This is an optimization exercise on Yosys and OpenROAD, whose aim is small area and a short achievable clock period, not a production implementation. Only simulation tests tie the RTL to the original design; equivalence was not proved. Power and IR drop assume default switching activity.

## flow/design.v (module list and top-level ports; edited modules follow where they fit)
// module array_multiplier: 1320 lines
// module mult_fa: 10 lines
// module mult_xor: 7 lines
// module mult_xnor: 7 lines
// module mult_or: 7 lines
module array_multiplier (
	input  logic                     clk,
	input  logic                     reset,
	input  logic                     in_valid,
	input  mult_sizes_pkg::operand_t x,
	input  mult_sizes_pkg::operand_t y,
	output logic                     product_valid,
	output mult_sizes_pkg::product_t product
);
  // ...
==> flow/flow/run.sh <==
#!/bin/bash
# Layout flow: the standard ORFS flow (standard.sh, unchanged synthesis),
# with smaller port buffers and a clock tree built from clkbuf_8 without
# dummy loads. Each tool's output goes to a log file in this folder.
set -euo pipefail
export BUFFER_PORTS_ARGS="-buffer_cell sky130_fd_sc_hd__buf_1"
export CTS_ARGS="-sink_clustering_enable -repair_clock_nets -sink_clustering_size 12 -sink_clustering_max_diameter 60 -buf_list sky130_fd_sc_hd__clkbuf_8 -dont_use_dummy_load"
bash standard.sh finish > flow_make.log 2>&1
==> flow/standard.sh <==
#!/bin/bash
# synth_recipe.tcl (not shown) runs the flow's synth.tcl, then flattens the netlist and writes it again
# the make line also repeats each setting of config.mk as NAME=value (left out here)
make -C /OpenROAD-flow-scripts/flow DESIGN_CONFIG=/design/flow/config.mk WORK_HOME=/design/flow/orfs CLKGATE_MAP_FILE= SYNTH_SCRIPT=/design/flow/synth_recipe.tcl "${@:-finish}"
==> flow/config.mk <==
export PLATFORM = sky130hd
export DESIGN_NAME = array_multiplier
export DESIGN_NICKNAME = array_multiplier
export VERILOG_FILES = /design/flow/design.v
export SDC_FILE = /design/flow/constraint.sdc
export NUM_CORES = 4
export LEC_CHECK = 0
export CAP_MARGIN = 20
export CORE_MARGIN = 2
export CORE_UTILIZATION = 60
export PLACE_DENSITY = 0.75
export SETUP_SLACK_MARGIN = 3.72
export SLEW_MARGIN = 20
export SYNTH_HIERARCHICAL = 1
==> flow/constraint.sdc <==
create_clock -name core_clock -period 6.0 [get_ports {clk}]
set_input_delay 1.2000 -clock core_clock [delete_from_list [all_inputs] [get_ports {clk}]]
set_output_delay 1.2000 -clock core_clock [all_outputs]
set_load 0.01 [all_outputs]
==> results by group, run 1 <==
Synthesis
  – Synth Area in XOR/XNOR: between 3 and 4%
  – Top-area cell type share of the netlist area: 40.4%
  – Count leader, synth: nand2_1
  – Post-synth cell types: 30
  – Synthesis Warnings: 7
  – Synth Area in Simple Gates: 10.6%

Floorplan
  – Initial Utilization: 60.7%
  – Die area: ~19,000 um2

Detailed routing
  – Detail Route Antenna Nets: 0
  – Number of vias per cell: ~5.5
  – DR WL/cell: 18.0 um
  – Highest metal used: met4

Setup path
  – Crit end category: register
  – Crit path required time: 6430 ps
  – CP arrival: 2740 ps
  – Crit-path slowest cell: fa_1
  – Reg2Reg Capture Point: r984

Layout
  – Multi-input gate count: approximately 610
  – Area grow syn2layout: 8.22%
  – Number of flip-flops in the largest register: 32
  – Final nets: ~1,200
  – CLK BUF: 22
  – Share of layout cells above drive strength 1: 9.16%
  – Ant. Diodes: 0

Power
  – Power per Cell Area: 449 nW/um2
  – P_int: between 0.003 and 0.004 W
  – Top pwr grp: sequential cells
  – Worst VDD drop: about 380 uV
  – Sequential Power Share: between 40% and 50%

Run status
  – Status: no timing/DRC/antenna violations

Placed design
  – Area after DPL: between 10,000 and 15,000 um2
  – Port Buffers: 67

Clocking
  – Clk slew on worst S/H paths: approximately 80 ps
  – Setup bufs post-CTS: 1
  – H-tree Lvls: 1
  – CTS buffer count: 22

STA
  – Worst slew pin tran: ~650 ps
  – Final WS setup: 3700 ps

GRT
  – Total global-route track usage: around 23%
  – GRT busiest layer: met2
  – Grt total ovfl: 0
  – First-pass GRT wire length: roughly 34,000 um

Worst hold path
  – Hold Crit Start: r1027
==> inputs of run 2 (changes only) <==
--- a/flow/config.mk
+++ b/flow/config.mk
@@ -8,6 +8,6 @@
 export CAP_MARGIN = 20
 export CORE_MARGIN = 2
-export CORE_UTILIZATION = 60
-export PLACE_DENSITY = 0.75
+export CORE_UTILIZATION = 50
+export PLACE_DENSITY = 0.65
 export SETUP_SLACK_MARGIN = 3.72
 export SLEW_MARGIN = 20
==> results by group, run 2 <==
Placed design
  – Dpl ws: 3370 ps (was 3350 ps)
  – RD Place Congestion: 0.879 (was 0.887)
  – Port Buffers: 67 (unchanged)
  – Hpwl dp: 15,000 um (was 14,900 um)

Setup path
  – Crit path launch: r874 (was r896)
  – Crit path required time: 6410 ps (was 6430 ps)
  – Crit end category: register (unchanged)
  – Sum of buffers and inverters on the critical path: 0 (was 1)
  – CP max stage delay: 570 ps (about the same)
  – Crit path max-delay family: adder cells (unchanged)
  – Crit path top cell by count: fa_1 (unchanged)
  – Crit-path slowest cell: fa_1 (unchanged)
  – R2R Path Start: r874 (was r896)
  – Cells along the critical path: nand2_1 -> fa_1 -> fa_1 -> fa_1 (was fa_1 -> fa_1 -> xnor2_2 -> ha_1 -> buf_4 -> a31o_2)
  – Critical path type: reg2reg (unchanged)
  – CP arrival: 2680 ps (was 2740 ps)
  – Worst-path fanout max: 16 (was 2)
  – CP Launch Type: register (unchanged)

Synthesis
  – Largest area contributor in the synthesized netlist: dfxtp_1 (unchanged)
  – Synth cell count leaders: nand2_1 (256), dfxtp_1 (218), fa_1 (195) (unchanged)
  – Synthesized flop and latch total: 218 (unchanged)
  – Area of the mapped netlist: 10,800 um2 (unchanged)
  – Synthesis Warnings: 7 (unchanged)
  – FFs w/ async S/R, synth: 0% (unchanged)
  – Ys flop type: dfxtp_1 (unchanged)
  – Top-area cell type share of the netlist area: 40.4% (unchanged)
  – Top cells by area, synth: dfxtp_1 (40%), fa_1 (36%), nand2_1 (8.9%) (unchanged)
  – Post-synth cell types: 30 (unchanged)
  – Avg Synthesized Cell Area: 12.2 um2 (unchanged)
  – Post-synthesis cell count: 886 (unchanged)
  – EDFF count, synth: 0 (unchanged)
  – Count leader, synth: nand2_1 (unchanged)
  – Post-synthesis sequential area ratio: 40.4% (unchanged)
  – Mapped Nets: 1,146 (unchanged)

STA
  – Setup TNS: 0 ps (unchanged)
  – Fmax: 441 MHz (was 434 MHz)
  – Tmin final: 2270 ps (was 2300 ps)
  – Tcrit/Tclk final: 37.8% (was 38.4%)
  – Worst slew pin tran: 685 ps (was 651 ps)
  – Pins over their slew limit: 0 (unchanged)
  – Hold Violations, Final: 0 (unchanged)
  – Final setup viols: 0 (unchanged)
  – Final WS setup: 3730 ps (was 3700 ps)
  – RSZ-0062 raised after global routing: yes (unchanged)
  – Final Skew: 24.7 ps (was 32.6 ps)
  – Relative slew slack: 54.0% (was 56.2%)

Layout
  – Register area: 4480 um2 (about the same)
  – Final nets: 1,178 (was 1,190)
  – Number of flip-flops in the largest register: 32 (unchanged)
  – Largest Register: product (unchanged)
  – Multi-input logic area: 6200 um2 (was 6210 um2)
  – Ant. Diodes: 0 (unchanged)
  – Final core occ: 55.0% (was 65.7%)
  – Area grow syn2layout: 7.42% (was 8.22%)
  – Fillers: 1,826 (was 1,316)
  – Share of layout cells above drive strength 1: 7.75% (was 9.16%)
  – Commonest non-fill, non-tap cell in the layout: nand2_1 (unchanged)
  – Commonest cells after routing, fill and taps aside: nand2_1 (256), fa_1 (195), dfxtp_1 (186) (was nand2_1 (256), fa_1 (195), dfxtp_1 (185))

Floorplan
  – Num rows: 53 (was 49)
  – Die area: 22,800 um2 (was 19,100 um2)
  – Chip Width: 151 um (was 138 um)
  – Initial Utilization: 51.2% (was 60.7%)
  – # IOs: 68 (unchanged)
  – CORE AREA: 21,100 um2 (was 17,800 um2)
  – Die Span Y: 151 um (was 138 um)

Clocking
  – CTS tree: built (unchanged)
  – Clk slew on worst S/H paths: 90 ps (was 80 ps)
  – CTS buffer count: 22 (unchanged)
  – Clock Latency Late Sink: 540 ps (about the same)
  – Clk sinks: 218 (unchanged)
  – Max clock buf depth: 3 (unchanged)
  – Clock Tree Root: clkbuf_8 (unchanged)
  – H-tree Lvls: 1 (unchanged)

Worst hold path
  – Tightest Hold Check Type: reg2reg (unchanged)
  – Hold Crit Start: r1018 (was r1027)

GRT
  – Initial antenna violation count: 1 (was 0)
  – First-pass GRT wire length: 34,300 um (was 34,100 um)
  – Total global-route track usage: 19.7% (was 22.7%)
  – Grt total ovfl: 0 (unchanged)
  – Vias in the first global route: 6,564 (was 6,877)
  – Largest net degree at the start of global routing: 17 (unchanged)

Detailed routing
  – Detail Route Antenna Nets: 0 (unchanged)
  – Vias: 6,143 (was 6,354)
  – Total wire length: 20,600 um (was 20,900 um)
  – DR iter-0 viols: 386 (was 493)
  – DRC Markers: 0 (unchanged)
  – Router iterations before antenna repair: 5 (unchanged)
  – DR WL/cell: 17.3 um (was 18.0 um)
  – Number of vias per cell: 5.16 (was 5.49)

Job
  – Max Cap Violations: 0 (unchanged)

Power
  – Power per Cell Area: 446 nW/um2 (was 449 nW/um2)
  – Final Power: 0.00518 W (was 0.00524 W)
  – Leak: 4.31 nW (was 4.39 nW)
  – Worst VDD drop: 225 uV (was 379 uV)

Run status
  – Status: no timing/DRC/antenna violations (unchanged)
run 2: cell counts after synthesis:
Identical to the previous run, type by type.
run 2: final timing paths:
kind,to,depth (start not counted),slack [ps]
worst max-delay path,r933,4,3730
worst min-delay path,product[0],0,310
worst max register to register,r933,4,3730
worst min register to register,product[0],0,310
run 2: logic make-up (layout without fill, tap and decap cells):
| family | after synthesis | in the layout | share of synthesized area [%] |
|---|---|---|---|
| XOR/XNOR | 45 | 45 | 3.65 |
| buffers and inverters | 63 | 93 | 2.19 |
| AND/OR/NAND/NOR | 286 | 286 | 10.6 |
| adder cells (fa/ha/maj) | 225 | 225 | 39.6 |
| other | 1 | 1 | 0.0347 |
| AO/OA/AOI/OAI | 48 | 48 | 3.45 |
| flip-flops | 218 | 218 | 40.4 |
run 2: layout make-up:
class | count | area share [%]
sequential | 218 | 38.6
multi-input combinational | 605 | 53.5
tap | 275 | 2.97
timing repair buffer | 68 | 2.24
inverter | 3 | 0.0971
clock buffer | 22 | 2.61
run 2: metrics by stage:
step           hold slack [ps]  area, um2  instances
3_5_place_dp               312      11200       1168
2_1_floorplan              310      10900        886
5_1_grt                    323      11600       1191
6_report                   306      11600       1191
3_3_place_gp               311      11200       1168
4_1_cts                    299      11500       1190
run 2: what timing repair did:
item / in CTS / in global routing
setup buffers: 0 / 1
pin swaps: 0 / 1
resized for setup: 46 / 17
setup endpoints to repair: 69 / 39
hold buffers: 0 / 0
run 2: layer usage:
layer | global-route usage, % | wire length (um) | up-vias
li1 | - | - | 2771
met1 | 29.0 | 9240 | 3071
met2 | 29.3 | 8960 | 255
met3 | 4.76 | 1930 | 44
met4 | 5.61 | 489 | 2
met5 | 0 | 14 | -
run 2: worst reg2reg max path, delay by kind of cell, from the launching register on:
kind          cells  cell delay [ps]
fa+ha+maj         3             1520
flops             1              500
simple gates      1              120
run 2: where the power goes:
part           internal, W  total (W)  leakage [nW]  switching, W
logic              0.00109    0.00212          2.31       0.00102
clock network     0.000326   0.000777         0.158      0.000451
registers          0.00199    0.00228          1.84      0.000294
total              0.00341    0.00518          4.31       0.00177
run 2: Yosys stat by module (local to each module, per instance):
module	cells inside	area, um2	flops+latches
array_multiplier	631	6410	218
mult_fa	1	20.0	0
mult_or	1	6.26	0
mult_xnor	1	8.76	0
==> inputs of run 3 (changes only) <==
--- a/flow/config.mk
+++ b/flow/config.mk
@@ -8,7 +8,7 @@
 export CAP_MARGIN = 20
 export CORE_MARGIN = 2
-export CORE_UTILIZATION = 50
-export PLACE_DENSITY = 0.65
-export SETUP_SLACK_MARGIN = 3.72
+export CORE_UTILIZATION = 55
+export PLACE_DENSITY = 0.7
+export SETUP_SLACK_MARGIN = 3.68
 export SLEW_MARGIN = 20
 export SYNTH_HIERARCHICAL = 1
==> results by group, run 3 <==
Run status
  – Status: no timing/DRC/antenna violations (unchanged)

Synthesis
  – Post-synthesis cell count: 886 (unchanged)
  – Top cells by area, synth: dfxtp_1 (40%), fa_1 (36%), nand2_1 (8.9%) (unchanged)
  – Avg Synthesized Cell Area: 12.2 um2 (unchanged)
  – Area of the mapped netlist: 10,800 um2 (unchanged)
  – Post-synth cell types: 30 (unchanged)
  – EDFF count, synth: 0 (unchanged)
  – Post-synthesis sequential area ratio: 40.4% (unchanged)
  – Synthesis Warnings: 7 (unchanged)
  – Ys flop type: dfxtp_1 (unchanged)
  – Mapped Nets: 1,146 (unchanged)
  – Synthesized flop and latch total: 218 (unchanged)
  – Largest area contributor in the synthesized netlist: dfxtp_1 (unchanged)
  – FFs w/ async S/R, synth: 0% (unchanged)
  – Synth cell count leaders: nand2_1 (256), dfxtp_1 (218), fa_1 (195) (unchanged)
  – Count leader, synth: nand2_1 (unchanged)
  – Top-area cell type share of the netlist area: 40.4% (unchanged)

Detailed routing
  – Router iterations before antenna repair: 5 (unchanged)
  – DR iter-0 viols: 351 (was 386)
  – Detail Route Antenna Nets: 0 (unchanged)
  – Total wire length: 20,700 um (was 20,600 um)
  – Vias: 6,110 (was 6,143)
  – DR WL/cell: 17.5 um (was 17.3 um)
  – DRC Markers: 0 (unchanged)
  – Number of vias per cell: 5.17 (was 5.16)

Clocking
  – Post-CTS sizing: 35 (was 46)
  – H-tree Lvls: 1 (unchanged)
  – CTS buffer count: 23 (was 22)
  – Max clock buf depth: 3 (unchanged)
  – Clock Tree Root: clkbuf_8 (unchanged)
  – Clk sinks: 218 (unchanged)
  – Clk slew on worst S/H paths: 80 ps (was 90 ps)
  – Clock Latency Late Sink: 530 ps (was 540 ps)
  – Post-cts hold buffer count: 0 (unchanged)
  – CTS tree: built (unchanged)
  – Setup bufs post-CTS: 0 (unchanged)

Floorplan
  – Initial Utilization: 55.8% (was 51.2%)
  – Die Span Y: 144 um (was 151 um)
  – # IOs: 68 (unchanged)
  – Die area: 20,800 um2 (was 22,800 um2)
  – CORE AREA: 19,300 um2 (was 21,100 um2)
  – Num rows: 51 (was 53)
  – Chip Width: 144 um (was 151 um)

Power
  – Worst VDD drop: 266 uV (was 225 uV)
  – Sw frac: 34.2% (about the same)
  – Sequential Power Share: 44.0% (was 44.1%)
  – Clk pwr share: 15.2% (was 15.0%)
  – Comb pwr share: 40.8% (was 40.9%)
  – Power per Cell Area: 448 nW/um2 (was 446 nW/um2)
  – P_int: 0.00342 W (was 0.00341 W)
  – Psw: 0.00178 W (was 0.00177 W)
  – Leak: 4.31 nW (about the same)

STA
  – Final WS setup: 3730 ps (about the same)
  – Pins over their slew limit: 0 (unchanged)
  – Tmin final: 2270 ps (about the same)
  – RSZ-0062 raised after global routing: yes (unchanged)
  – Tcrit/Tclk final: 37.9% (was 37.8%)
  – Worst slew pin tran: 757 ps (was 685 ps)
  – Final Skew: 38.5 ps (was 24.7 ps)
  – Hold_ws: 331 ps (was 306 ps)
  – Setup TNS: 0 ps (unchanged)
  – Final setup viols: 0 (unchanged)
  – Fmax: 440 MHz (was 441 MHz)
  – Relative slew slack: 49.1% (was 54.0%)
  – Hold Violations, Final: 0 (unchanged)

Setup path
  – Crit path top cell by count: fa_1 (unchanged)
  – Critical path type: reg2reg (unchanged)
  – Crit path required time: 6360 ps (was 6410 ps)
  – Crit end category: register (unchanged)
  – CP arrival: 2640 ps (was 2680 ps)
  – Sum of buffers and inverters on the critical path: 0 (unchanged)
  – Cells along the critical path: nand2_1 -> fa_1 -> fa_1 -> fa_1 (unchanged)
  – Crit-path slowest cell: dfxtp_2 (was fa_1)
  – CP max stage delay: 550 ps (was 570 ps)
  – Worst-path fanout max: 16 (unchanged)
  – Crit path max-delay family: adder cells (unchanged)
  – CP Launch Type: register (unchanged)

GRT
  – Initial antenna violation count: 0 (was 1)
  – Grt total ovfl: 0 (unchanged)
  – Total global-route track usage: 21.3% (was 19.7%)
  – Vias in the first global route: 6,662 (was 6,564)
  – Largest net degree at the start of global routing: 17 (unchanged)
  – First-pass GRT wire length: 33,500 um (was 34,300 um)

Job
  – Max Cap Violations: 0 (unchanged)

Layout
  – Share of layout cells above drive strength 1: 7.64% (was 7.75%)
  – Fillers: 1,583 (was 1,826)
  – Area grow syn2layout: 7.32% (was 7.42%)
  – Largest Register: product (unchanged)
  – Number of flip-flops in the largest register: 32 (unchanged)
  – Finished Layout Cells: 1,181 (was 1,191)
  – Commonest non-fill, non-tap cell in the layout: nand2_1 (unchanged)
  – Ant. Diodes: 0 (unchanged)
  – Final nets: 1,178 (unchanged)
  – Commonest cells after routing, fill and taps aside: nand2_1 (256), fa_1 (195), dfxtp_1 (186) (unchanged)

Placed design
  – Port Buffers: 67 (unchanged)
  – RD Place Congestion: 0.888 (was 0.879)
  – Hpwl dp: 15,000 um (about the same)
  – Dpl ws: 3370 ps (about the same)
  – Cell count after placement: 1,158 (was 1,168)

Worst hold path
  – Tightest Hold Check Type: reg2reg (unchanged)
-- run 3: changes by cell type in the layout (fill, tap and decap cells not counted) --
cell,previous run,this run
buf_1,66,67
buf_2,1,0
buf_4,1,0
clkbuf_8,22,23
dfxtp_2,3,4
dfxtp_4,29,28
-- run 3: Yosys stat by module (local to each module, per instance) --
module	times used	cell area, um2	cells inside
mult_or	15	6.26	1
mult_fa	195	20.0	1
mult_xnor	45	8.76	1
array_multiplier	1	6410	631
-- run 3: final cells by class --
class	count	area, um2	area share [%]
Clock buffer	23	317	2.73
Inverter	3	11.3	0.0972
Multi-Input combinational cell	605	6200	53.5
Sequential cell	218	4470	38.6
Tap cell	265	332	2.86
Timing Repair Buffer	67	251	2.17
-- run 3: metal layers --
metal,vias to the layer above,global-route usage (%),part of all wire (%)
li1,2770,-,-
met1,3028,30.2,43
met2,270,33.4,46
met3,42,5.26,8.9
met4,0,5.16,1.9
met5,-,0,0
-- run 3: stage by stage --
step	power [W]	area, um2	util (%)
CTS	0.00528	11500	59.6
global placement	0.00439	11200	57.7
finish	0.00519	11600	59.9
global route	0.00571	11600	59.9
detailed placement	0.00447	11200	57.7
floorplan	0.00388	10900	-
-- run 3: worst reg2reg max path, stage by stage (launching register included) --
cell and delay, ps:
dfxtp_2 550, nand2_1 130, fa_1 510, fa_1 470, fa_1 490
-- run 3: power groups by stage --
stage	combinational, W	clock [W]	sequential (W)
final	0.00212	0.000792	0.00229
after global routing	0.00248	0.000887	0.00234
after CTS	0.00216	0.000826	0.00229
after detailed placement	0.00215	0	0.00233
after global placement	0.00208	0	0.00231
after floorplan	0.00162	0	0.00227
-- run 3: path summary, 6_finish.rpt --
| path | startpoint | end | slack, ps | cells past startpoint |
|---|---|---|---|---|
| worst max-delay path | r860 | r921 | 3730 | 4 |
| worst min-delay path | r1026 | r1027 | 330 | 0 |
| worst max register to register | r860 | r921 | 3730 | 4 |
| worst min register to register | r1026 | r1027 | 330 | 0 |
-- run 3: cells by family (layout without fill, tap and decap cells) --
kind of cell | after synthesis | in the layout | synth area share (%)
DFF | 218 | 218 | 40.4
buffers and inverters | 63 | 93 | 2.19
xor gates and xnor gates | 45 | 45 | 3.65
AOI/OAI and AO/OA | 48 | 48 | 3.45
other | 1 | 1 | 0.0347
adders and majority gates | 225 | 225 | 39.6
and+or+nand+nor | 286 | 286 | 10.6
==> inputs of run 4 (changes only) <==
--- a/flow/config.mk
+++ b/flow/config.mk
@@ -10,5 +10,5 @@
 export CORE_UTILIZATION = 55
 export PLACE_DENSITY = 0.7
-export SETUP_SLACK_MARGIN = 3.68
+export SETUP_SLACK_MARGIN = 3.76
 export SLEW_MARGIN = 20
 export SYNTH_HIERARCHICAL = 1
==> results by group, run 4 <==
Run status
  – Status: no timing/DRC/antenna violations (unchanged)

Setup path
  – Cells along the critical path: buf_6 -> nand2_1 -> fa_1 -> fa_1 -> fa_1 (was nand2_1 -> fa_1 -> fa_1 -> fa_1)
  – Crit path max-delay family: adder cells (unchanged)
  – Worst-path fanout max: 7 (was 16)
  – Crit path required time: 6430 ps (was 6360 ps)
  – Sum of buffers and inverters on the critical path: 1 (was 0)
  – Critical path type: reg2reg (unchanged)
  – Crit path top cell by count: fa_1 (unchanged)
  – Crit path launch: r865 (was r860)
  – CP Launch Type: register (unchanged)
  – Crit-path slowest cell: fa_1 (was dfxtp_2)
  – Crit end category: register (unchanged)
  – R2R Path Start: r865 (was r860)
  – CP max stage delay: 540 ps (was 550 ps)
  – Worst R2R Setup Slack: 3740 ps (was 3730 ps)
  – CP arrival: 2690 ps (was 2640 ps)

Detailed routing
  – DR WL/cell: 18.7 um (was 17.5 um)
  – Total wire length: 23,000 um (was 20,700 um)
  – Detail Route Antenna Nets: 0 (unchanged)
  – Router iterations before antenna repair: 5 (unchanged)
  – Number of vias per cell: 5.32 (was 5.17)
  – Vias: 6,534 (was 6,110)
  – DRC Markers: 0 (unchanged)
  – DR iter-0 viols: 553 (was 351)

Layout
  – Commonest non-fill, non-tap cell in the layout: nand2_1 (unchanged)
  – Number of flip-flops in the largest register: 32 (unchanged)
  – Fillers: 1,480 (was 1,583)
  – Area grow syn2layout: 12.4% (was 7.32%)
  – Final nets: 1,226 (was 1,178)
  – Ant. Diodes: 0 (unchanged)
  – Commonest cells after routing, fill and taps aside: nand2_1 (256), dfxtp_1 (185), fa_1 (178) (was nand2_1 (256), fa_1 (195), dfxtp_1 (186))
  – Finished Layout Cells: 1,229 (was 1,181)
  – Largest Register: product (unchanged)
  – Share of layout cells above drive strength 1: 16.0% (was 7.64%)

Synthesis
  – Avg Synthesized Cell Area: 12.2 um2 (unchanged)
  – Synthesized flop and latch total: 218 (unchanged)
  – Synth Area in XOR/XNOR: 3.65% (unchanged)
  – Area of the mapped netlist: 10,800 um2 (unchanged)
  – Largest area contributor in the synthesized netlist: dfxtp_1 (unchanged)
  – Post-synthesis mux area share: 0% (unchanged)
  – FFs w/ async S/R, synth: 0% (unchanged)
  – Post-synthesis cell count: 886 (unchanged)
  – Share of synthesized cell area in full adder, half adder and majority cells: 39.6% (unchanged)
  – Count leader, synth: nand2_1 (unchanged)
  – Largest family of logic cells by synthesized area: adder cells (unchanged)
  – Top-area cell type share of the netlist area: 40.4% (unchanged)
  – Top cells by area, synth: dfxtp_1 (40%), fa_1 (36%), nand2_1 (8.9%) (unchanged)
  – EDFF count, synth: 0 (unchanged)
  – Mapped Nets: 1,146 (unchanged)
  – Post-synthesis sequential area ratio: 40.4% (unchanged)
  – Post-synth cell types: 30 (unchanged)
  – Synthesis Warnings: 7 (unchanged)
  – Compound-Gate Fraction of Synth Area: 3.45% (unchanged)
  – Ys flop type: dfxtp_1 (unchanged)
  – Synth Area in Simple Gates: 10.6% (unchanged)
  – Synth cell count leaders: nand2_1 (256), dfxtp_1 (218), fa_1 (195) (unchanged)

STA
  – Hold Violations, Final: 0 (unchanged)
  – Final setup viols: 0 (unchanged)
  – Setup TNS: 0 ps (unchanged)
  – Tcrit/Tclk final: 37.7% (was 37.9%)
  – Hold_ws: 313 ps (was 331 ps)
  – Tmin final: 2260 ps (was 2270 ps)
  – Final Skew: 58.7 ps (was 38.5 ps)
  – Fmax: 442 MHz (was 440 MHz)
  – Pins over their slew limit: 0 (unchanged)
  – RSZ-0062 raised after global routing: yes (unchanged)
  – Final WS setup: 3740 ps (was 3730 ps)

Floorplan
  – Initial Utilization: 55.8% (unchanged)
  – CORE AREA: 19,300 um2 (unchanged)
  – Die area: 20,800 um2 (unchanged)
  – Num rows: 51 (unchanged)
  – Chip Width: 144 um (unchanged)
  – # IOs: 68 (unchanged)
  – Die Span Y: 144 um (unchanged)

Placed design
  – Cell count after placement: 1,158 (unchanged)
  – Dpl ws: 3400 ps (was 3370 ps)
  – Port Buffers: 67 (unchanged)
  – RD Place Congestion: 0.857 (was 0.888)
  – Hpwl dp: 15,300 um (was 15,000 um)

GRT
  – Grt total ovfl: 0 (unchanged)
  – First-pass GRT wire length: 34,900 um (was 33,500 um)
  – Total global-route track usage: 22.2% (was 21.3%)
  – Initial antenna violation count: 0 (unchanged)
  – Vias in the first global route: 6,686 (was 6,662)
  – Largest net degree at the start of global routing: 17 (unchanged)

Clocking
  – H-tree Lvls: 1 (unchanged)
  – CTS buffer count: 23 (unchanged)
  – Clk slew on worst S/H paths: 90 ps (was 80 ps)
  – CTS tree: built (unchanged)
  – Clk sinks: 218 (unchanged)
  – Clock Tree Root: clkbuf_8 (unchanged)
  – Clock Latency Late Sink: 560 ps (was 530 ps)
  – Max clock buf depth: 3 (unchanged)

Worst hold path
  – Hold Crit Start: r1034 (was r1026)
  – Tightest Hold Check Type: reg2reg (unchanged)

Job
  – Max Cap Violations: 0 (unchanged)

Power
  – Leak: 4.63 nW (was 4.31 nW)
  – Worst VDD drop: 274 uV (was 266 uV)
  – Power per Cell Area: 437 nW/um2 (was 448 nW/um2)
-- run 4: cell counts after synthesis --
Identical to the previous run, type by type.
-- run 4: logic make-up (layout without fill, tap and decap cells) --
kind of cell	after synthesis	count (layout)
AO/OA/AOI/OAI	48	48
XOR/XNOR	45	45
adder cells (fa/ha/maj)	225	225
buffers and inverters	63	141
flip-flops	218	218
other	1	1
AND/OR/NAND/NOR	286	286
-- run 4: metal layers --
| layer | vias up | global-route usage [%] | routed length (um) |
|---|---|---|---|
| li1 | 2876 | - | - |
| met1 | 3239 | 30.6 | 9220 |
| met2 | 359 | 34.0 | 10500 |
| met3 | 60 | 7.62 | 2660 |
| met4 | 0 | 5.73 | 552 |
| met5 | - | 0 | 0 |
-- run 4: power by group --
part           internal, W  switching, W
combinational      0.00116       0.00107
sequential         0.00199      0.000285
clock             0.000341      0.000458
total              0.00349       0.00182
-- run 4: final cells by class --
cell class                 count  area (um2)  share of cell area [%]
timing repair buffer         115         742                    6.11
sequential                   218        4480                    36.9
inverter                       3        11.3                  0.0928
tap                          265         332                    2.73
clock buffer                  23         317                    2.61
multi-input combinational    605        6250                    51.5
-- run 4: through the flow --
step / total power (W) / area (um2) / utilization (%)
2_1_floorplan: 0.00389 / 11000 / -
3_3_place_gp: 0.00439 / 11200 / 57.7
5_1_grt: 0.00581 / 12100 / 62.8
6_report: 0.00530 / 12100 / 62.8
3_5_place_dp: 0.00449 / 11200 / 57.7
4_1_cts: 0.00532 / 11600 / 60.1
-- run 4: final timing paths --
kind                              endpoint  depth (start not counted)
worst max register to register        r918                          5
worst max-delay path                  r918                          5
worst min-delay path            product[6]                          0
worst min register to register  product[6]                          0
-- run 4: Yosys stat by module, one instance, submodules excluded --
| module | area [um2] | times used |
|---|---|---|
| mult_fa | 20.0 | 195 |
| array_multiplier | 6410 | 1 |
| mult_xnor | 8.76 | 45 |
| mult_or | 6.26 | 15 |
-- run 4: repair_timing --
item / 4_1_cts / 5_1_grt
endpoints found under the setup margin: 71 / 51
resized for setup: 61 / 55
buffers inserted: 5 / 43
pin swaps: 1 / 10
endpoints found under the hold margin: 0 / 0
hold buffers: 0 / 0
==> inputs of run 5 (changes only) <==
--- a/flow/config.mk
+++ b/flow/config.mk
@@ -10,5 +10,5 @@
 export CORE_UTILIZATION = 55
 export PLACE_DENSITY = 0.7
-export SETUP_SLACK_MARGIN = 3.76
+export SETUP_SLACK_MARGIN = 3.7
 export SLEW_MARGIN = 20
 export SYNTH_HIERARCHICAL = 1
==> results by group, run 5 <==
STA
  – Final setup viols: 0 (unchanged)
  – Setup TNS: 0 ps (unchanged)
  – Pins over their slew limit: 0 (unchanged)
  – Hold Violations, Final: 0 (unchanged)
  – RSZ-0062 raised after global routing: yes (unchanged)
  – Final WS setup: 3730 ps (was 3740 ps)
  – Hold_ws: 330 ps (was 313 ps)
  – Tmin final: 2270 ps (was 2260 ps)
  – Tcrit/Tclk final: 37.9% (was 37.7%)
  – Final Skew: 43.4 ps (was 58.7 ps)
  – Worst slew pin tran: between 500 and 600 ps
  – Fmax: 440 MHz (was 442 MHz)
  – Relative slew slack: between 60% and 70%

Floorplan
  – Chip Width: 144 um (unchanged)
  – Initial Utilization: 55.8% (unchanged)
  – Num rows: 51 (unchanged)
  – Die Span Y: 144 um (unchanged)
  – CORE AREA: 19,300 um2 (unchanged)
  – Die area: 20,800 um2 (unchanged)
  – # IOs: 68 (unchanged)

Detailed routing
  – DR WL/cell: 17.6 um (was 18.7 um)
  – DR iter-0 viols: 484 (was 553)
  – Total wire length: 20,800 um (was 23,000 um)
  – Vias: 6,259 (was 6,534)
  – Number of vias per cell: 5.29 (was 5.32)
  – DRC Markers: 0 (unchanged)
  – Detail Route Antenna Nets: 0 (unchanged)
  – Router iterations before antenna repair: 5 (unchanged)

Layout
  – Ant. Diodes: 0 (unchanged)
  – Number of flip-flops in the largest register: 32 (unchanged)
  – Fillers: 1,544 (was 1,480)
  – Share of layout cells above drive strength 1: 8.16% (was 16.0%)
  – Largest Register: product (unchanged)
  – Commonest cells after routing, fill and taps aside: nand2_1 (256), fa_1 (195), dfxtp_1 (186) (was nand2_1 (256), dfxtp_1 (185), fa_1 (178))
  – Area grow syn2layout: 7.69% (was 12.4%)
  – Commonest non-fill, non-tap cell in the layout: nand2_1 (unchanged)
  – Final core occ: 60.1% (was 62.8%)
  – Final nets: 1,181 (was 1,226)

Job
  – Max Cap Violations: 0 (unchanged)

Run status
  – Status: no timing/DRC/antenna violations (unchanged)

Setup path
  – Critical path type: reg2reg (unchanged)
  – CP max stage delay: 590 ps (was 540 ps)
  – Worst-path fanout max: 16 (was 7)
  – Crit end category: register (unchanged)
  – CP arrival: 2670 ps (was 2690 ps)
  – Cells along the critical path: nand2_1 -> fa_1 -> fa_1 -> fa_1 (was buf_6 -> nand2_1 -> fa_1 -> fa_1 -> fa_1)
  – CP Launch Type: register (unchanged)
  – Crit-path slowest cell: fa_1 (unchanged)
  – Crit path required time: 6400 ps (was 6430 ps)
  – Crit path top cell by count: fa_1 (unchanged)

Clocking
  – Clock Tree Root: clkbuf_8 (unchanged)
  – Clock Latency Late Sink: 530 ps (was 560 ps)
  – Post-cts hold buffer count: 0 (unchanged)
  – CTS buffer count: 22 (was 23)
  – CTS tree: built (unchanged)
  – Clk slew on worst S/H paths: 70 ps (was 90 ps)
  – H-tree Lvls: 1 (unchanged)
  – Max clock buf depth: 3 (unchanged)
  – Clk sinks: 218 (unchanged)

GRT
  – First-pass GRT wire length: 34,100 um (was 34,900 um)
  – Grt total ovfl: 0 (unchanged)
  – Vias in the first global route: 6,741 (was 6,686)
  – Largest net degree at the start of global routing: 17 (unchanged)
  – Total global-route track usage: 21.6% (was 22.2%)
  – Initial antenna violation count: 0 (unchanged)

Synthesis
  – Avg Synthesized Cell Area: 12.2 um2 (unchanged)
  – FFs w/ async S/R, synth: 0% (unchanged)
  – Top-area cell type share of the netlist area: 40.4% (unchanged)
  – Post-synthesis cell count: 886 (unchanged)
  – Synth cell count leaders: nand2_1 (256), dfxtp_1 (218), fa_1 (195) (unchanged)
  – Largest area contributor in the synthesized netlist: dfxtp_1 (unchanged)
  – Area of the mapped netlist: 10,800 um2 (unchanged)
  – Top cells by area, synth: dfxtp_1 (40%), fa_1 (36%), nand2_1 (8.9%) (unchanged)
  – Count leader, synth: nand2_1 (unchanged)
  – EDFF count, synth: 0 (unchanged)
  – Mapped Nets: 1,146 (unchanged)
  – Ys flop type: dfxtp_1 (unchanged)
  – Post-synthesis sequential area ratio: 40.4% (unchanged)
  – Synthesis Warnings: 7 (unchanged)
  – Synthesized flop and latch total: 218 (unchanged)
  – Post-synth cell types: 30 (unchanged)

Worst hold path
  – Tightest Hold Check Type: reg2reg (unchanged)

Placed design
  – Port Buffers: 67 (unchanged)
  – Hpwl dp: 15,100 um (was 15,300 um)
  – RD Place Congestion: 0.907 (was 0.857)
  – Dpl ws: 3280 ps (was 3400 ps)

Power
  – Leak: 4.33 nW (was 4.63 nW)
  – Worst VDD drop: 222 uV (was 274 uV)
  – Final Power: 0.00518 W (was 0.00530 W)
  – Power per Cell Area: 445 nW/um2 (was 437 nW/um2)
[run 5: worst paths after layout]
kind | slack [ps] | cells past startpoint | endpoint | startpoint
worst min register to register | 330 | 0 | product[7] | r1036
worst max-delay path | 3730 | 4 | r912 | r877
worst min-delay path | 330 | 0 | product[7] | r1036
worst max register to register | 3730 | 4 | r912 | r877
[run 5: per-layer routing]
layer  track usage (%)  routed length (um)  vias up
met1              30.1                8680     3111
met3              4.64                1960       58
met4              8.20                 641        0
met2              33.8                9550      315
met5                 0                   0        -
li1                  -                   -     2775
[run 5: worst max-delay path, delay by kind of cell (launching register included)]
kind          cells  cell delay [ps]
flops             1              510
fa+ha+maj         3             1530
simple gates      1              130
[run 5: Yosys stat by module (local to each module, per instance)]
module / flops+latches / copies in the design
array_multiplier: 218 / 1
mult_or: 0 / 15
mult_fa: 0 / 195
mult_xnor: 0 / 45
[run 5: what timing repair did]
action | in CTS | in global routing
hold endpoints to repair | 0 | 0
setup endpoints to repair | 67 | 27
pin swaps | 0 | 1
buffers inserted | 0 | 4
gates resized for setup | 52 | 12
[run 5: area by class of cell]
class                      count  area (um2)  area share (%)
multi-input combinational    605        6210            53.4
sequential                   218        4480            38.5
tap                          265         332            2.85
clock buffer                  22         303            2.60
timing repair buffer          71         294            2.53
inverter                       3        11.3          0.0968
[run 5: kinds of logic (layout without fill, tap and decap cells)]
logic type      count (synthesis)  in the layout  synth area share, %
simple gates                  286            286                 10.6
other cells                     1              1               0.0347
fa+ha+maj                     225            225                 39.6
compound gates                 48             48                 3.45
buf+inv                        63             96                 2.19
flops                         218            218                 40.4
xor+xnor                       45             45                 3.65
[run 5: power breakdown]
group,internal [W],leakage [nW],switching [W]
clock,0.000327,0.158,0.000446
combinational,0.00109,2.33,0.00103
sequential,0.00199,1.84,0.000295
total,0.00341,4.33,0.00177
[run 5: per-stage QoR]
stage | area (um2) | cells
floorplan | 10900 | 886
global placement | 11200 | 1158
detailed placement | 11200 | 1158
CTS | 11500 | 1180
global route | 11600 | 1184
finish | 11600 | 1184
==> inputs of run 6 (changes only) <==
--- a/flow/config.mk
+++ b/flow/config.mk
@@ -10,5 +10,5 @@
 export CORE_UTILIZATION = 55
 export PLACE_DENSITY = 0.7
-export SETUP_SLACK_MARGIN = 3.7
+export SETUP_SLACK_MARGIN = 3.74
 export SLEW_MARGIN = 20
 export SYNTH_HIERARCHICAL = 1
==> results by group, run 6 <==
Run status
  – Status: no timing/DRC/antenna violations (unchanged)

Synthesis
  – Synth cell count leaders: nand2_1 (256), dfxtp_1 (218), fa_1 (195) (unchanged)
  – Largest area contributor in the synthesized netlist: dfxtp_1 (unchanged)
  – Post-synthesis cell count: 886 (unchanged)
  – Synthesized flop and latch total: 218 (unchanged)
  – Top-area cell type share of the netlist area: 40.4% (unchanged)
  – Post-synthesis sequential area ratio: 40.4% (unchanged)
  – Synthesis Warnings: 7 (unchanged)
  – Avg Synthesized Cell Area: 12.2 um2 (unchanged)
  – Post-synth cell types: 30 (unchanged)
  – Count leader, synth: nand2_1 (unchanged)
  – FFs w/ async S/R, synth: 0% (unchanged)
  – Ys flop type: dfxtp_1 (unchanged)
  – EDFF count, synth: 0 (unchanged)
  – Mapped Nets: 1,146 (unchanged)
  – Area of the mapped netlist: 10,800 um2 (unchanged)
  – Top cells by area, synth: dfxtp_1 (40%), fa_1 (36%), nand2_1 (8.9%) (unchanged)

Floorplan
  – Num rows: 51 (unchanged)
  – CORE AREA: 19,300 um2 (unchanged)
  – Die area: 20,800 um2 (unchanged)
  – Chip Width: 144 um (unchanged)
  – Die Span Y: 144 um (unchanged)
  – # IOs: 68 (unchanged)
  – Initial Utilization: 55.8% (unchanged)

STA
  – Fmax: 442 MHz (was 440 MHz)
  – Final Skew: 33.6 ps (was 43.4 ps)
  – Tmin final: 2260 ps (was 2270 ps)
  – Tcrit/Tclk final: 37.7% (was 37.9%)
  – Pins over their slew limit: 0 (unchanged)
  – Final setup viols: 0 (unchanged)
  – Setup TNS: 0 ps (unchanged)
  – Hold Violations, Final: 0 (unchanged)
  – RSZ-0062 raised after global routing: yes (unchanged)

GRT
  – Vias in the first global route: 6,609 (was 6,741)
  – Largest net degree at the start of global routing: 17 (unchanged)
  – First-pass GRT wire length: 34,100 um (about the same)
  – Grt total ovfl: 0 (unchanged)
  – Initial antenna violation count: 0 (unchanged)
  – Total global-route track usage: 21.8% (was 21.6%)

Clocking
  – Clock Latency Late Sink: 540 ps (was 530 ps)
  – CTS tree: built (unchanged)
  – Clk slew on worst S/H paths: 80 ps (was 70 ps)
  – CTS buffer count: 22 (unchanged)
  – Clk sinks: 218 (unchanged)
  – Clock Tree Root: clkbuf_8 (unchanged)
  – Max clock buf depth: 3 (unchanged)
  – H-tree Lvls: 1 (unchanged)
  – Post-cts hold buffer count: 0 (unchanged)

Placed design
  – Cell count after placement: 1,158 (unchanged)
  – Port Buffers: 67 (unchanged)
  – RD Place Congestion: 0.909 (was 0.907)
  – Hpwl dp: 15,300 um (was 15,100 um)

Power
  – Power per Cell Area: 442 nW/um2 (was 445 nW/um2)
  – Leak: 4.43 nW (was 4.33 nW)
  – Worst VDD drop: 208 uV (was 222 uV)

Detailed routing
  – Router iterations before antenna repair: 5 (unchanged)
  – Vias: 6,332 (was 6,259)
  – DRC Markers: 0 (unchanged)
  – Number of vias per cell: 5.28 (was 5.29)
  – Total wire length: 21,700 um (was 20,800 um)
  – Detail Route Antenna Nets: 0 (unchanged)
  – DR iter-0 viols: 530 (was 484)
  – DR WL/cell: 18.1 um (was 17.6 um)

Layout
  – Share of layout cells above drive strength 1: 10.3% (was 8.16%)
  – Commonest non-fill, non-tap cell in the layout: nand2_1 (unchanged)
  – Final nets: 1,196 (was 1,181)
  – Area grow syn2layout: 9.28% (was 7.69%)
  – Ant. Diodes: 0 (unchanged)
  – Finished Layout Cells: 1,199 (was 1,184)
  – Number of flip-flops in the largest register: 32 (unchanged)
  – Largest Register: product (unchanged)
  – Commonest cells after routing, fill and taps aside: nand2_1 (256), fa_1 (193), dfxtp_1 (185) (was nand2_1 (256), fa_1 (195), dfxtp_1 (186))

Setup path
  – R2R Path Start: r864 (was r877)
  – Crit path required time: 6400 ps (about the same)
  – Crit path launch: r864 (was r877)
  – CP Launch Type: register (unchanged)
  – Critical path type: reg2reg (unchanged)
  – Crit end category: register (unchanged)
  – Worst-path fanout max: 16 (unchanged)
  – CP arrival: 2660 ps (was 2670 ps)

Worst hold path
  – Tightest Hold Check Type: reg2reg (unchanged)
  – Hold Crit Start: r1013 (was r1036)

Job
  – Max Cap Violations: 0 (unchanged)
==> run 6: modules after synthesis (local to each module, per instance) <==
module            copies in the design  area, um2  flops+latches  cells
mult_xnor                           45       8.76              0      1
mult_or                             15       6.26              0      1
array_multiplier                     1       6410            218    631
mult_fa                            195       20.0              0      1
==> run 6: final timing paths <==
check,to,slack [ps],cells after the start
setup / recovery,r933,3740,4
hold / removal,r1014,330,0
setup reg to reg,r933,3740,4
hold reg to reg,r1014,330,0
==> run 6: per-layer routing <==
layer | wire [um] | global-route usage (%) | vias up
li1 | - | - | 2812
met1 | 9180 | 30.4 | 3142
met2 | 9720 | 33.5 | 327
met3 | 2350 | 6.19 | 51
met4 | 501 | 6.86 | 0
met5 | 0 | 0 | -
==> run 6: cell type report <==
class / count / area [um2]
timing repair buffer: 86 / 460
clock buffer: 22 / 303
tap: 265 / 332
sequential: 218 / 4480
multi-input combinational: 605 / 6210
inverter: 3 / 11.3
fill: 1579 / 7530
==> run 6: per-stage QoR <==
step	cell area [um2]	util [%]	hold WS, ps	total power [W]	setup WS (ps)
floorplan	10900	-	310	0.00389	3730
global placement	11200	57.7	311	0.00439	3410
detailed placement	11200	57.7	312	0.00447	3360
CTS	11600	59.8	329	0.00526	3720
global route	11800	61.0	333	0.00572	3700
finish	11800	61.0	327	0.00522	3740
==> run 6: kinds of logic after synthesis <==
logic type | synth area share (%)
compound gates | 3.45
xor+xnor | 3.65
fa+ha+maj | 39.6
buf+inv | 2.19
flops | 40.4
other cells | 0.0347
simple gates | 10.6
==> run 6: critical path, stage by stage (launching register included) <==
cell,delay [ps]
dfxtp_4,490
nand2_1,110
fa_1,510
fa_1,580
fa_1,420
==> run 6: where the power goes <==
part	leakage, nW	internal [W]	switching [W]	total [W]
registers	1.84	0.00199	0.000291	0.00228
clock network	0.158	0.000327	0.000449	0.000775
logic	2.43	0.00112	0.00104	0.00216
total	4.43	0.00343	0.00178	0.00522
==> run 6: repair_timing <==
item / CTS / global route
gates resized for setup: 55 / 20
endpoints found under the setup margin: 69 / 36
setup buffers: 1 / 18
pin swaps: 1 / 5
==> inputs of run 7 (changes only) <==
--- a/flow/config.mk
+++ b/flow/config.mk
@@ -10,5 +10,5 @@
 export CORE_UTILIZATION = 55
 export PLACE_DENSITY = 0.7
-export SETUP_SLACK_MARGIN = 3.74
+export SETUP_SLACK_MARGIN = 3.72
 export SLEW_MARGIN = 20
 export SYNTH_HIERARCHICAL = 1
==> results by group, run 7 <==
Run status
  – Status: no timing/DRC/antenna violations (unchanged)

STA
  – Worst slew pin tran: roughly 700 ps
  – RSZ-0062 raised after global routing: yes (unchanged)
  – Fmax: 443 MHz (was 442 MHz)
  – Relative slew slack: 53.5%
  – Pins over their slew limit: 0 (unchanged)
  – Final setup viols: 0 (unchanged)
  – Hold Violations, Final: 0 (unchanged)
  – Setup TNS: 0 ps (unchanged)
  – Final Skew: 25.7 ps (was 33.6 ps)
  – Tcrit/Tclk final: 37.6% (was 37.7%)
  – Tmin final: 2260 ps (about the same)

Detailed routing
  – Detail Route Antenna Nets: 0 (unchanged)
  – Total wire length: 20,200 um (was 21,700 um)
  – Vias: 6,158 (was 6,332)
  – DR WL/cell: 17.1 um (was 18.1 um)
  – Number of vias per cell: 5.22 (was 5.28)
  – Router iterations before antenna repair: 5 (unchanged)
  – DR iter-0 viols: 407 (was 530)
  – DRC Markers: 0 (unchanged)

GRT
  – Largest net degree at the start of global routing: 17 (unchanged)
  – First-pass GRT wire length: 33,100 um (was 34,100 um)
  – Vias in the first global route: 6,583 (was 6,609)
  – Total global-route track usage: 20.8% (was 21.8%)
  – Grt total ovfl: 0 (unchanged)
  – Initial antenna violation count: 0 (unchanged)

Setup path
  – CP Launch Type: register (unchanged)
  – Crit path launch: r896 (was r864)
  – Crit path required time: 6420 ps (was 6400 ps)
  – Worst R2R Setup Slack: 3740 ps (about the same)
  – Critical path type: reg2reg (unchanged)
  – Crit end category: register (unchanged)
  – CP arrival: 2680 ps (was 2660 ps)
  – Worst-path fanout max: 3 (was 16)
  – R2R Path Start: r896 (was r864)

Clocking
  – Clk slew on worst S/H paths: 80 ps (about the same)
  – Max clock buf depth: 3 (unchanged)
  – Clock Latency Late Sink: 530 ps (was 540 ps)
  – Clock Tree Root: clkbuf_8 (unchanged)
  – Post-cts hold buffer count: 0 (unchanged)
  – H-tree Lvls: 1 (unchanged)
  – CTS tree: built (unchanged)
  – CTS buffer count: 22 (unchanged)
  – Clk sinks: 218 (unchanged)

Layout
  – Finished Layout Cells: 1,180 (was 1,199)
  – Commonest cells after routing, fill and taps aside: nand2_1 (256), fa_1 (195), dfxtp_1 (186) (was nand2_1 (256), fa_1 (193), dfxtp_1 (185))
  – Commonest non-fill, non-tap cell in the layout: nand2_1 (unchanged)
  – Ant. Diodes: 0 (unchanged)
  – Final nets: 1,177 (was 1,196)
  – Share of layout cells above drive strength 1: 7.65% (was 10.3%)
  – Area grow syn2layout: 7.28% (was 9.28%)
  – Largest Register: product (unchanged)
  – Number of flip-flops in the largest register: 32 (unchanged)

Job
  – Max Cap Violations: 0 (unchanged)

Synthesis
  – Avg Synthesized Cell Area: 12.2 um2 (unchanged)
  – Post-synthesis cell count: 886 (unchanged)
  – Area of the mapped netlist: 10,800 um2 (unchanged)
  – Mapped Nets: 1,146 (unchanged)
  – Top-area cell type share of the netlist area: 40.4% (unchanged)
  – FFs w/ async S/R, synth: 0% (unchanged)
  – Count leader, synth: nand2_1 (unchanged)
  – Ys flop type: dfxtp_1 (unchanged)
  – Largest area contributor in the synthesized netlist: dfxtp_1 (unchanged)
  – Top cells by area, synth: dfxtp_1 (40%), fa_1 (36%), nand2_1 (8.9%) (unchanged)
  – EDFF count, synth: 0 (unchanged)
  – Post-synthesis sequential area ratio: 40.4% (unchanged)
  – Synthesis Warnings: 7 (unchanged)
  – Post-synth cell types: 30 (unchanged)
  – Synthesized flop and latch total: 218 (unchanged)
  – Synth cell count leaders: nand2_1 (256), dfxtp_1 (218), fa_1 (195) (unchanged)

Placed design
  – Cell count after placement: 1,158 (unchanged)
  – Hpwl dp: 14,700 um (was 15,300 um)
  – RD Place Congestion: 0.906 (was 0.909)
  – Port Buffers: 67 (unchanged)

Floorplan
  – Initial Utilization: 55.8% (unchanged)
  – Die Span Y: 144 um (unchanged)
  – # IOs: 68 (unchanged)
  – Die area: 20,800 um2 (unchanged)
  – Num rows: 51 (unchanged)
  – CORE AREA: 19,300 um2 (unchanged)
  – Chip Width: 144 um (unchanged)

Power
  – Worst VDD drop: 248 uV (was 208 uV)
  – Power per Cell Area: 445 nW/um2 (was 442 nW/um2)
  – Sw frac: 34.1% (was 34.2%)
  – P_int: 0.00340 W (was 0.00343 W)
  – Psw: 0.00176 W (was 0.00178 W)
  – Comb pwr share: 40.8% (was 41.4%)
  – Clk pwr share: 15.0% (was 14.9%)
  – Leak: 4.30 nW (was 4.43 nW)
  – Sequential Power Share: 44.1% (was 43.7%)

Worst hold path
  – Hold Crit Start: r1034 (was r1013)
  – Tightest Hold Check Type: reg2reg (unchanged)
## run 7: changes by cell type in the layout (fill, tap and decap cells not counted), moves of 2 or more
| cell | before | now |
|---|---|---|
| buf_12 | 4 | 0 |
| buf_6 | 3 | 0 |
| fa_1 | 193 | 195 |
| clkbuf_2 | 4 | 0 |
| buf_4 | 12 | 0 |
| fa_2 | 2 | 0 |
| buf_1 | 63 | 67 |
## run 7: metal layers
metal  share of wire, %  GRT usage, %
met1                 44          29.4
met2                 45          32.7
met5                  0             0
met3                9.0          4.57
met4                1.9          6.14
## run 7: kinds of logic after synthesis
kind of cell,Yosys count,share of synthesized area (%)
AND/OR/NAND/NOR,286,10.6
flip-flops,218,40.4
buffers and inverters,63,2.19
other,1,0.0347
adder cells (fa/ha/maj),225,39.6
AO/OA/AOI/OAI,48,3.45
XOR/XNOR,45,3.65
## run 7: path summary, 6_finish.rpt
kind              depth (start not counted)          to
hold / removal                            0  product[6]
setup / recovery                          6        r984
setup reg to reg                          6        r984
hold reg to reg                           0  product[6]
## run 7: final cells by class
type | instances | area (um2)
Inverter | 3 | 11.3
Fill cell | 1560 | 7750
Multi-Input combinational cell | 605 | 6210
Timing Repair Buffer | 67 | 251
Sequential cell | 218 | 4480
Tap cell | 265 | 332
Clock buffer | 22 | 303
## run 7: what timing repair did
item                       CTS  global route
setup buffers                0             0
setup endpoints to repair   67            26
pin swaps                    0             1
gates resized for setup     51            13
## run 7: Yosys stat by module (local to each module, per instance)
module | flip-flops and latches | cells inside | area, um2
mult_or | 0 | 1 | 6.26
array_multiplier | 218 | 631 | 6410
mult_xnor | 0 | 1 | 8.76
mult_fa | 0 | 1 | 20.0
## run 7: power groups by stage
stage | Sequential [W] | Clock [W] | Combinational, W
after global routing | 0.00233 | 0.000857 | 0.00246
final | 0.00228 | 0.000775 | 0.00211
after global placement | 0.00231 | 0 | 0.00208
after CTS | 0.00228 | 0.000805 | 0.00215
after floorplan | 0.00227 | 0 | 0.00162
after detailed placement | 0.00232 | 0 | 0.00214
## run 7: critical path, stage by stage (launching register included)
cell and delay, ps:
dfxtp_1 320, fa_1 550, fa_1 440, xnor2_1 140, ha_1 310, a21o_1 180
a31o_2 200
## run 7: per-stage QoR
step / utilization [%] / setup slack, ps / total power, W / hold WS (ps) / instance area (um2)
after floorplan: - / 3720 / 0.00389 / 310 / 10900
after global placement: 57.7 / 3400 / 0.00439 / 311 / 11200
after detailed placement: 57.7 / 3370 / 0.00446 / 312 / 11200
after CTS: 59.7 / 3720 / 0.00524 / 314 / 11500
after global routing: 59.9 / 3690 / 0.00565 / 311 / 11600
final: 59.9 / 3740 / 0.00516 / 315 / 11600
==> inputs of run 8 (changes only) <==
==> flow/flow/run.sh (replaced) <==
#!/bin/bash
# Layout flow: the standard ORFS flow (standard.sh, unchanged synthesis),
# with smaller port buffers and a clock tree built from clkbuf_8 without
# dummy loads. Each tool's output goes to a log file in this folder.
set -euo pipefail
export BUFFER_PORTS_ARGS="-buffer_cell sky130_fd_sc_hd__buf_1"
export CTS_ARGS="-sink_clustering_enable -repair_clock_nets -sink_clustering_size 15 -sink_clustering_max_diameter 80 -buf_list sky130_fd_sc_hd__clkbuf_8 -dont_use_dummy_load"
bash standard.sh finish > flow_make.log 2>&1
==> results by group, run 8 <==
Run status
  – Status: no timing/DRC/antenna violations (unchanged)

Setup path
  – Worst-path fanout max: 8 (was 3)
  – Crit path top cell by count: fa_1 (unchanged)
  – R2R cell count: 5 (was 6)
  – Cells along the critical path: buf_6 -> nand2_1 -> fa_1 -> fa_1 -> fa_1 (was fa_1 -> fa_1 -> xnor2_1 -> ha_1 -> a21o_1 -> a31o_2)
  – Critical path type: reg2reg (unchanged)
  – CP arrival: 2640 ps (was 2680 ps)
  – Crit end category: register (unchanged)
  – CP max stage delay: 560 ps (was 550 ps)
  – Crit path required time: 6390 ps (was 6420 ps)
  – CP Launch Type: register (unchanged)
  – Crit-path slowest cell: fa_1 (unchanged)

Job
  – Max Cap Violations: 0 (unchanged)

STA
  – Hold_ws: 303 ps (was 315 ps)
  – Relative slew slack: 54.3% (was 53.5%)
  – Tcrit/Tclk final: 37.4% (was 37.6%)
  – Setup TNS: 0 ps (unchanged)
  – Final setup viols: 0 (unchanged)
  – RSZ-0062 raised after global routing: yes (unchanged)
  – Worst slew pin tran: 680 ps (was 692 ps)
  – Tmin final: 2250 ps (was 2260 ps)
  – Fmax: 445 MHz (was 443 MHz)
  – Pins over their slew limit: 0 (unchanged)
  – Final Skew: 30.7 ps (was 25.7 ps)
  – Hold Violations, Final: 0 (unchanged)

Power
  – Worst VDD drop: 248 uV (about the same)
  – Leak: 4.34 nW (was 4.30 nW)
  – Power per Cell Area: 440 nW/um2 (was 445 nW/um2)

Worst hold path
  – Tightest Hold Check Type: reg2reg (unchanged)
  – Worst hold stages: 0 (unchanged)

Floorplan
  – Num rows: 51 (unchanged)
  – CORE AREA: 19,300 um2 (unchanged)
  – Chip Width: 144 um (unchanged)
  – Die Span Y: 144 um (unchanged)
  – Initial Utilization: 55.8% (unchanged)
  – Die area: 20,800 um2 (unchanged)
  – # IOs: 68 (unchanged)

Detailed routing
  – Detail Route Antenna Nets: 0 (unchanged)
  – Vias: 6,233 (was 6,158)
  – DRC Markers: 0 (unchanged)
  – Number of vias per cell: 5.25 (was 5.22)
  – Total wire length: 20,400 um (was 20,200 um)
  – DR iter-0 viols: 488 (was 407)
  – Router iterations before antenna repair: 5 (unchanged)
  – DR WL/cell: 17.2 um (was 17.1 um)

Layout
  – Commonest cells after routing, fill and taps aside: nand2_1 (256), fa_1 (195), dfxtp_1 (184) (was nand2_1 (256), fa_1 (195), dfxtp_1 (186))
  – Final nets: 1,184 (was 1,177)
  – Commonest non-fill, non-tap cell in the layout: nand2_1 (unchanged)
  – Register area: 4480 um2 (about the same)
  – Multi-input logic area: 6210 um2 (unchanged)
  – Area grow syn2layout: 7.84% (was 7.28%)
  – Number of flip-flops in the largest register: 32 (unchanged)
  – Fillers: 1,566 (was 1,560)
  – Share of layout cells above drive strength 1: 8.57% (was 7.65%)
  – Largest Register: product (unchanged)

Clocking
  – Clock Tree Root: clkbuf_8 (unchanged)
  – Clock Latency Late Sink: 520 ps (was 530 ps)
  – Post-cts hold buffer count: 0 (unchanged)
  – Clk slew on worst S/H paths: 80 ps (about the same)
  – CTS buffer count: 18 (was 22)
  – H-tree Lvls: 1 (unchanged)
  – Max clock buf depth: 3 (unchanged)
  – Clk sinks: 218 (unchanged)
  – CTS tree: built (unchanged)

Synthesis
  – Top-area cell type share of the netlist area: 40.4% (unchanged)
  – Ys flop type: dfxtp_1 (unchanged)
  – FFs w/ async S/R, synth: 0% (unchanged)
  – Post-synthesis sequential area ratio: 40.4% (unchanged)
  – Post-synthesis cell count: 886 (unchanged)
  – Largest area contributor in the synthesized netlist: dfxtp_1 (unchanged)
  – Area of the mapped netlist: 10,800 um2 (unchanged)
  – EDFF count, synth: 0 (unchanged)
  – Top cells by area, synth: dfxtp_1 (40%), fa_1 (36%), nand2_1 (8.9%) (unchanged)
  – Synthesis Warnings: 7 (unchanged)
  – Post-synth cell types: 30 (unchanged)
  – Mapped Nets: 1,146 (unchanged)
  – Synthesized flop and latch total: 218 (unchanged)
  – Synth cell count leaders: nand2_1 (256), dfxtp_1 (218), fa_1 (195) (unchanged)
  – Avg Synthesized Cell Area: 12.2 um2 (unchanged)
  – Count leader, synth: nand2_1 (unchanged)

GRT
  – Met2 usage: 32.2% (was 32.7%)
  – GR Layer Usage met1: 29.5% (was 29.4%)
  – Grt total ovfl: 0 (unchanged)
  – Vias in the first global route: 6,540 (was 6,583)
  – Largest net degree at the start of global routing: 17 (unchanged)
  – First-pass GRT wire length: 33,000 um (was 33,100 um)
  – Met3 global-route usage: 5.33% (was 4.57%)
  – GRT busiest layer: met2 (unchanged)
  – Total global-route track usage: 20.7% (was 20.8%)
  – Initial antenna violation count: 1 (was 0)

Placed design
  – Hpwl dp: 14,700 um (unchanged)
  – RD Place Congestion: 0.906 (unchanged)
  – Port Buffers: 67 (unchanged)
[run 8: timing repair]
item / 4_1_cts / 5_1_grt
gates resized for setup: 52 / 16
endpoints found under the setup margin: 69 / 31
hold endpoints to repair: 0 / 0
buffers inserted: 1 / 10
pin swaps: 5 / 2
[run 8: metrics by stage]
| step | total power (W) | instance area, um2 | setup slack [ps] | instances | util (%) |
|---|---|---|---|---|---|
| 2_1_floorplan | 0.00389 | 10900 | 3720 | 886 | - |
| 3_3_place_gp | 0.00439 | 11200 | 3400 | 1158 | 57.7 |
| 3_5_place_dp | 0.00446 | 11200 | 3370 | 1158 | 57.7 |
| 4_1_cts | 0.00520 | 11500 | 3700 | 1177 | 59.5 |
| 5_1_grt | 0.00562 | 11600 | 3710 | 1187 | 60.2 |
| 6_report | 0.00512 | 11600 | 3750 | 1188 | 60.2 |
[run 8: worst max-delay path, delay by kind of cell (launching register included)]
family        cells  cell delay [ps]
buf+inv           1              170
fa+ha+maj         3             1440
simple gates      1               90
flops             1              420
[run 8: layout make-up]
class	count	area share [%]
multi-input cells	605	53.3
flip-flops and latches	218	38.5
repair buffers	78	3.12
well taps	265	2.85
clock buffers	18	2.13
inverters	3	0.0967
diodes	1	0.0215
[run 8: worst paths after layout]
kind                             from     to  slack, ps
worst min register to register  r1029  r1030        300
worst max-delay path             r871   r969       3750
worst max register to register   r871   r969       3750
worst min-delay path            r1029  r1030        300
[run 8: cell families after synthesis]
family	after synthesis	synth area share (%)
adder cells (fa/ha/maj)	225	39.6
flip-flops	218	40.4
buffers and inverters	63	2.19
XOR/XNOR	45	3.65
AO/OA/AOI/OAI	48	3.45
other	1	0.0347
AND/OR/NAND/NOR	286	10.6
[run 8: where the power goes]
part | leakage, nW | internal (W) | switching, W
logic | 2.37 | 0.00111 | 0.00103
clock network | 0.129 | 0.000270 | 0.000434
registers | 1.84 | 0.00199 | 0.000285
total | 4.34 | 0.00337 | 0.00175
[run 8: Yosys stat by module, one instance, submodules excluded]
| module | flip-flops and latches | copies in the design | cell area [um2] |
|---|---|---|---|
| array_multiplier | 218 | 1 | 6410 |
| mult_fa | 0 | 195 | 20.0 |
| mult_or | 0 | 15 | 6.26 |
| mult_xnor | 0 | 45 | 8.76 |
[run 8: per-layer routing]
metal,up-vias,routed length (um)
met1,3088,8710
met5,-,0
li1,2789,-
met4,0,317
met3,28,2120
met2,328,9280

-- static timing again, ports no longer ideal --
Ports are ideal in the flow. The routed layouts listed here were re-timed in OpenROAD.
Step 1: set_driving_cell puts a clkbuf_16 on clk and a buf_2 on each other input, an assumption about the parent block.
Step 2 times the ports against the registers' clock, not the clock port: input delays grow and output delays shrink by t, the midpoint of the rising clock arrivals with the driver on.
Slacks: no drivers / after step 1 / after step 2; pairs: no drivers / after step 1.
| run | t, ns | setup slack, ns | worst slew at a driven data input, ns | cell pins on the clock port's net |
|---|---|---|---|---|
| run 1 | 0.561 | 3.696 / 3.696 / 3.696 | 0.04 | 1 |
| run 2 | 0.568 | 3.731 / 3.731 / 3.731 | 0.04 | 1 |
| run 3 | 0.549 | 3.726 / 3.726 / 3.726 | 0.04 | 1 |
| run 4 | 0.576 | 3.739 / 3.739 / 3.739 | 0.04 | 1 |
| run 5 | 0.554 | 3.725 / 3.725 / 3.725 | 0.04 | 1 |
| run 6 | 0.561 | 3.739 / 3.739 / 3.739 | 0.04 | 1 |
| run 7 | 0.556 | 3.744 / 3.744 / 3.744 | 0.04 | 1 |
| run 8 | 0.544 | 3.755 / 3.755 / 3.755 | 0.04 | 1 |
After both steps every run listed still meets setup and hold.
